What follows belongs to an exercise in optimizing a design on an open flow for a short achievable clock period; a production flow would make more cautious choices.
Function was checked by simulation only, so behaviour that the tests miss may differ from the original.
No driver is modelled on the clock port, so clocking that relies on it looks cheaper here than on a real chip.
No activity file was given, so power comes from the tool's default toggle rates.

Setup of run P:
==> module mem_route, before the edit <==
module mem_route
(
  input  logic     clk_i,
  input  logic     rst_ni,
  input  offload_pkg::addr_t    tcdm_base_i,
  input  offload_pkg::mem_req_t core_req_i,
  input  logic     core_valid_i,
  output logic     core_ready_o,
  output offload_pkg::mem_rsp_t core_rsp_o,
  output logic     core_rsp_valid_o,
  output offload_pkg::mem_req_t tcdm_req_o,
  output logic     tcdm_valid_o,
  input  logic     tcdm_ready_i,
  input  offload_pkg::mem_rsp_t tcdm_rsp_i,
  input  logic     tcdm_rsp_valid_i,
  output logic     tcdm_rsp_ready_o,
  output offload_pkg::mem_req_t soc_req_o,
  output logic     soc_valid_o,
  input  logic     soc_ready_i,
  input  offload_pkg::mem_rsp_t soc_rsp_i,
  input  logic     soc_rsp_valid_i,
  output logic     soc_rsp_ready_o
);
  localparam int unsigned D = offload_pkg::MEM_RSP_DEPTH;
  logic [D-1:0] port_q;    
  logic [D-1:0] cnt_q;     
  logic         hr_tcdm_q, hr_soc_q;
  logic [D-1:0] port_a, port_d, cnt_a, cnt_d;
  logic [D:0]   cnt_ext;
  logic         is_tcdm;
  logic         push, pop;
  localparam int unsigned NSEL = 6;
  logic [NSEL-1:0] rsp_sel_t_q, rsp_sel_s_q;
  localparam int unsigned NB = 32 - offload_pkg::TCDM_ADDR_WIDTH;   
  localparam int unsigned NT = 4;   
  localparam int unsigned NX = 1;   
  logic [NT-1:0]   pair_eq_a, pair_eq_b;
  logic            win_ne_v, win_ne_r, win_ne_int;
  logic            vld_nf_n, tr_nf_n, sr_nf_n, not_full, not_full_q;
  logic [NX-1:0][NB-1:0] bit_eq;
  for (genvar x = 0; x < NX; x++) begin : g_xset
    for (genvar i = 0; i < NB; i++) begin : g_bit
      cc_xnor2 u_eq (.a(core_req_i.addr[offload_pkg::TCDM_ADDR_WIDTH+i]),
                     .b(tcdm_base_i[offload_pkg::TCDM_ADDR_WIDTH+i]), .y(bit_eq[x][i]));
    end
  end
  for (genvar t = 0; t < NT; t++) begin : g_tree
    logic [3:0]    grp_ne;
    cc_nand4 u_ne0 (.a(bit_eq[t * NX / NT][0]),  .b(bit_eq[t * NX / NT][1]),  .c(bit_eq[t * NX / NT][2]),  .d(bit_eq[t * NX / NT][3]),  .y(grp_ne[0]));
    cc_nand4 u_ne1 (.a(bit_eq[t * NX / NT][4]),  .b(bit_eq[t * NX / NT][5]),  .c(bit_eq[t * NX / NT][6]),  .d(bit_eq[t * NX / NT][7]),  .y(grp_ne[1]));
    cc_nand4 u_ne2 (.a(bit_eq[t * NX / NT][8]),  .b(bit_eq[t * NX / NT][9]),  .c(bit_eq[t * NX / NT][10]), .d(bit_eq[t * NX / NT][11]), .y(grp_ne[2]));
    cc_nand3 u_ne3 (.a(bit_eq[t * NX / NT][12]), .b(bit_eq[t * NX / NT][13]), .c(bit_eq[t * NX / NT][14]), .y(grp_ne[3]));
    cc_nor2  u_pair_a (.a(grp_ne[0]), .b(grp_ne[1]), .y(pair_eq_a[t]));
    cc_nor2  u_pair_b (.a(grp_ne[2]), .b(grp_ne[3]), .y(pair_eq_b[t]));
  end
  cc_nand2 u_win_ne_v   (.a(pair_eq_a[0]), .b(pair_eq_b[0]), .y(win_ne_v));
  cc_nand2 u_win_ne_r   (.a(pair_eq_a[2]), .b(pair_eq_b[2]), .y(win_ne_r));
  cc_nand2 u_win_ne_int (.a(pair_eq_a[3]), .b(pair_eq_b[3]), .y(win_ne_int));
  always_ff @(posedge clk_i) begin
    not_full_q <= rst_ni | ~cnt_d[D-1];
  end
  assign not_full = not_full_q;
  cc_nand2 u_vld_nf (.a(core_valid_i), .b(not_full), .y(vld_nf_n));
  cc_nand2 u_tr_nf  (.a(tcdm_ready_i), .b(not_full), .y(tr_nf_n));
  cc_nand2 u_sr_nf  (.a(soc_ready_i),  .b(not_full), .y(sr_nf_n));
  assign is_tcdm = ~win_ne_int;
  assign tcdm_req_o   = core_req_i;
  assign soc_req_o    = core_req_i;
  cc_nor2  u_tcdm_vld (.a(win_ne_v), .b(vld_nf_n), .y(tcdm_valid_o));
  cc_a21oi u_soc_vld (.a1(pair_eq_a[1]), .a2(pair_eq_b[1]), .b1(vld_nf_n), .y(soc_valid_o));
  cc_mux2i u_ready (.s(win_ne_r), .a0(tr_nf_n), .a1(sr_nf_n), .y(core_ready_o));
  assign push         = core_valid_i & ~cnt_q[D-1] & (is_tcdm ? tcdm_ready_i : soc_ready_i);
  assign tcdm_rsp_ready_o = hr_tcdm_q;
  assign soc_rsp_ready_o  = hr_soc_q;
  assign core_rsp_valid_o = (tcdm_rsp_valid_i & hr_tcdm_q) | (soc_rsp_valid_i & hr_soc_q);
  for (genvar c = 0; c < NSEL; c++) begin : g_sel
    cc_dff u_sel_t (.clk_i(clk_i), .d_i(port_d[0]),  .q_o(rsp_sel_t_q[c]));
    cc_dff u_sel_s (.clk_i(clk_i), .d_i(~port_d[0]), .q_o(rsp_sel_s_q[c]));
  end
  for (genvar k = 0; k < 33; k++) begin : g_rsp
    cc_a22o u_rsp (.a1(tcdm_rsp_i[k]), .a2(rsp_sel_t_q[k % NSEL]),
                   .b1(soc_rsp_i[k]),  .b2(rsp_sel_s_q[k % NSEL]), .x(core_rsp_o[k]));
  end
  assign pop              = core_rsp_valid_o;
  always_comb begin
    if (pop) begin
      port_a = {1'b0, port_q[D-1:1]};
      cnt_a  = {1'b0, cnt_q[D-1:1]};
    end else begin
      port_a = port_q;
      cnt_a  = cnt_q;
    end
    port_d  = port_a;
    cnt_ext = {cnt_a, 1'b1};
    for (int unsigned k = 0; k < D; k++) begin
      if (push && !cnt_a[k] && cnt_ext[k]) begin
        port_d[k] = is_tcdm;
      end
    end
    cnt_d = push ? {cnt_a[D-2:0], 1'b1} : cnt_a;
  end
  always_ff @(posedge clk_i) begin
    if (rst_ni) begin
      cnt_q     <= '0;
      hr_tcdm_q <= 1'b0;
      hr_soc_q  <= 1'b0;
    end else begin
      cnt_q     <= cnt_d;
      hr_tcdm_q <= cnt_d[0] & port_d[0];
      hr_soc_q  <= cnt_d[0] & ~port_d[0];
    end
  end
  always_ff @(posedge clk_i) begin
    port_q <= port_d;
  end
endmodule
clock: 5.0 ns
lec_check: 0
abc_clock_period_in_ps: 2500
cap_margin: 20
core_margin: 2
core_utilization: 40
setup_slack_margin: 2.2
slew_margin: 20
synth_hierarchical: 1
tns_end_percent: 100
standard.sh (not shown) runs the stock make flow with config.mk's settings and CLKGATE_MAP_FILE= SYNTH_SCRIPT=/design/flow/synth_recipe.tcl, a recipe that flattens the netlist after the stock synthesis.
==> flow/flow/run.sh <==
#!/bin/bash
# Own layout flow: the standard synthesis unchanged, then the
# standard ORFS layout with
#  - sizing not tied to cell footprints (MATCH_CELL_FOOTPRINT=0),
#  - delay cells kept out of the layout (added to DONT_USE_CELLS), and
#    the port buffers made of plain buffers (BUFFER_PORTS_ARGS),
#  - the ports of the memory window compare kept together (io.tcl),
#  - a greedy gate-sizing pass after CTS and after global routing
#    (post_cts.tcl, post_grt.tcl, sizer.tcl).
# Each step's full output goes to a log in this folder (and ORFS's own
# per-step logs under orfs/logs).
set -euo pipefail
cd "$(dirname "$0")/.."
W=$PWD

# 1. Standard synthesis, unchanged
bash standard.sh synth > "$W/log_synth.txt" 2>&1

# 2. Layout: the standard make command with extra settings
export DONT_USE_CELLS="sky130_fd_sc_hd__clkdlybuf4s15_1 sky130_fd_sc_hd__clkdlybuf4s15_2 sky130_fd_sc_hd__clkdlybuf4s18_1 sky130_fd_sc_hd__clkdlybuf4s18_2 sky130_fd_sc_hd__clkdlybuf4s25_1 sky130_fd_sc_hd__clkdlybuf4s25_2 sky130_fd_sc_hd__clkdlybuf4s50_1 sky130_fd_sc_hd__clkdlybuf4s50_2 sky130_fd_sc_hd__dlymetal6s2s_1 sky130_fd_sc_hd__dlymetal6s4s_1 sky130_fd_sc_hd__dlymetal6s6s_1 sky130_fd_sc_hd__dlygate4sd1_1 sky130_fd_sc_hd__dlygate4sd2_1 sky130_fd_sc_hd__dlygate4sd3_1"
export BUFFER_PORTS_ARGS="-buffer_cell sky130_fd_sc_hd__buf_4"
export PRE_IO_PLACEMENT_TCL="$W/flow/io.tcl"
export POST_CTS_TCL="$W/flow/post_cts.tcl"
export POST_GLOBAL_ROUTE_TCL="$W/flow/post_grt.tcl"
sed "s|\"\${@:-finish}\"|MATCH_CELL_FOOTPRINT=0 \"\${@:-finish}\"|" standard.sh > "$W/layout.sh"
bash "$W/layout.sh" finish > "$W/log_layout.txt" 2>&1
Other scripts of this flow, unchanged in this note and not shown: flow/flow/io.tcl, flow/flow/post_cts.tcl, flow/flow/post_grt.tcl, flow/flow/sizer.tcl
Here is what was changed in the inputs of run E compared with run P.
diff --git a/flow/design.v b/flow/design.v
--- a/flow/design.v
+++ b/flow/design.v
@@ -343,27 +343,24 @@
   logic         push, pop;
   localparam int unsigned NSEL = 6;
   logic [NSEL-1:0] rsp_sel_t_q, rsp_sel_s_q;
   localparam int unsigned NB = 32 - offload_pkg::TCDM_ADDR_WIDTH;   
   localparam int unsigned NT = 4;   
-  localparam int unsigned NX = 1;   
   logic [NT-1:0]   pair_eq_a, pair_eq_b;
   logic            win_ne_v, win_ne_r, win_ne_int;
   logic            vld_nf_n, tr_nf_n, sr_nf_n, not_full, not_full_q;
-  logic [NX-1:0][NB-1:0] bit_eq;
-  for (genvar x = 0; x < NX; x++) begin : g_xset
+  for (genvar t = 0; t < NT; t++) begin : g_tree
+    logic [NB-1:0] bit_eq;
+    logic [3:0]    grp_ne;
     for (genvar i = 0; i < NB; i++) begin : g_bit
       cc_xnor2 u_eq (.a(core_req_i.addr[offload_pkg::TCDM_ADDR_WIDTH+i]),
-                     .b(tcdm_base_i[offload_pkg::TCDM_ADDR_WIDTH+i]), .y(bit_eq[x][i]));
+                     .b(tcdm_base_i[offload_pkg::TCDM_ADDR_WIDTH+i]), .y(bit_eq[i]));
     end
-  end
-  for (genvar t = 0; t < NT; t++) begin : g_tree
-    logic [3:0]    grp_ne;
-    cc_nand4 u_ne0 (.a(bit_eq[t * NX / NT][0]),  .b(bit_eq[t * NX / NT][1]),  .c(bit_eq[t * NX / NT][2]),  .d(bit_eq[t * NX / NT][3]),  .y(grp_ne[0]));
-    cc_nand4 u_ne1 (.a(bit_eq[t * NX / NT][4]),  .b(bit_eq[t * NX / NT][5]),  .c(bit_eq[t * NX / NT][6]),  .d(bit_eq[t * NX / NT][7]),  .y(grp_ne[1]));
-    cc_nand4 u_ne2 (.a(bit_eq[t * NX / NT][8]),  .b(bit_eq[t * NX / NT][9]),  .c(bit_eq[t * NX / NT][10]), .d(bit_eq[t * NX / NT][11]), .y(grp_ne[2]));
-    cc_nand3 u_ne3 (.a(bit_eq[t * NX / NT][12]), .b(bit_eq[t * NX / NT][13]), .c(bit_eq[t * NX / NT][14]), .y(grp_ne[3]));
+    cc_nand4 u_ne0 (.a(bit_eq[0]),  .b(bit_eq[1]),  .c(bit_eq[2]),  .d(bit_eq[3]),  .y(grp_ne[0]));
+    cc_nand4 u_ne1 (.a(bit_eq[4]),  .b(bit_eq[5]),  .c(bit_eq[6]),  .d(bit_eq[7]),  .y(grp_ne[1]));
+    cc_nand4 u_ne2 (.a(bit_eq[8]),  .b(bit_eq[9]),  .c(bit_eq[10]), .d(bit_eq[11]), .y(grp_ne[2]));
+    cc_nand3 u_ne3 (.a(bit_eq[12]), .b(bit_eq[13]), .c(bit_eq[14]), .y(grp_ne[3]));
     cc_nor2  u_pair_a (.a(grp_ne[0]), .b(grp_ne[1]), .y(pair_eq_a[t]));
     cc_nor2  u_pair_b (.a(grp_ne[2]), .b(grp_ne[3]), .y(pair_eq_b[t]));
   end
   cc_nand2 u_win_ne_v   (.a(pair_eq_a[0]), .b(pair_eq_b[0]), .y(win_ne_v));
   cc_nand2 u_win_ne_r   (.a(pair_eq_a[2]), .b(pair_eq_b[2]), .y(win_ne_r));
Results
- Run E vs run P, per-cell routed wire length went down by 0.68 µm.
- Run E ends up with a worst stage delay on the critical path that is 0.07 ns lower than in run P.
- The fraction of the mapped netlist area in compound gates of run P and that of run E are within noise of each other.
- As far as final cell count is concerned, run E and run P perform about the same.
- Summary of run E over run P: mean cell area of the mapped netlist saw little to no change; post-synthesis share of cell area spent on full adders, half adders and majority gates closely matched the old numbers; routed wire length down 2.6%; unique cell type count in the Yosys netlist did not really move.
- In terms of starting density of the core, run P and run E differ only marginally.
- Run E against run P; post-route total power is down slightly.
- Slowest cell on the critical path: sky130_fd_sc_hd__xnor2_1 -> run E, sky130_fd_sc_hd__xnor2_4 -> run P

[what the ideal ports hide]
How much do the figures lean on ideal ports? The routed layouts below were timed once more, with nothing changed but the port constraints. Step 1 sets driving cells, clkbuf_16 on the clock port and buf_2 on the other inputs (assumed; they add their load-dependent delay and slew). Step 2 moves the port delays by t, midway between the first and last clock arrival at a register: inputs arrive t later, outputs are due t later. That takes back most of the time a late clock gives input paths. Three values: no drivers, after step 1, after step 2; two values: the first two.
| run | shift t [ns] | slack for setup (ns) | worst setup path after step 2 | latest minus earliest clock arrival (ns) |
|---|---|---|---|---|
| run P | 0.847 | 1.961 / 1.904 / 1.476 | input to register | 0.035 / 0.035 |
| run E | 0.845 | 2.110 / 2.069 / 1.476 | input to register | 0.033 / 0.033 |
After both steps setup and hold are still met in every run listed. For run E, which loses most, drivers alone change the setup slack by -0.041 ns; drivers and shift together by -0.634 ns.
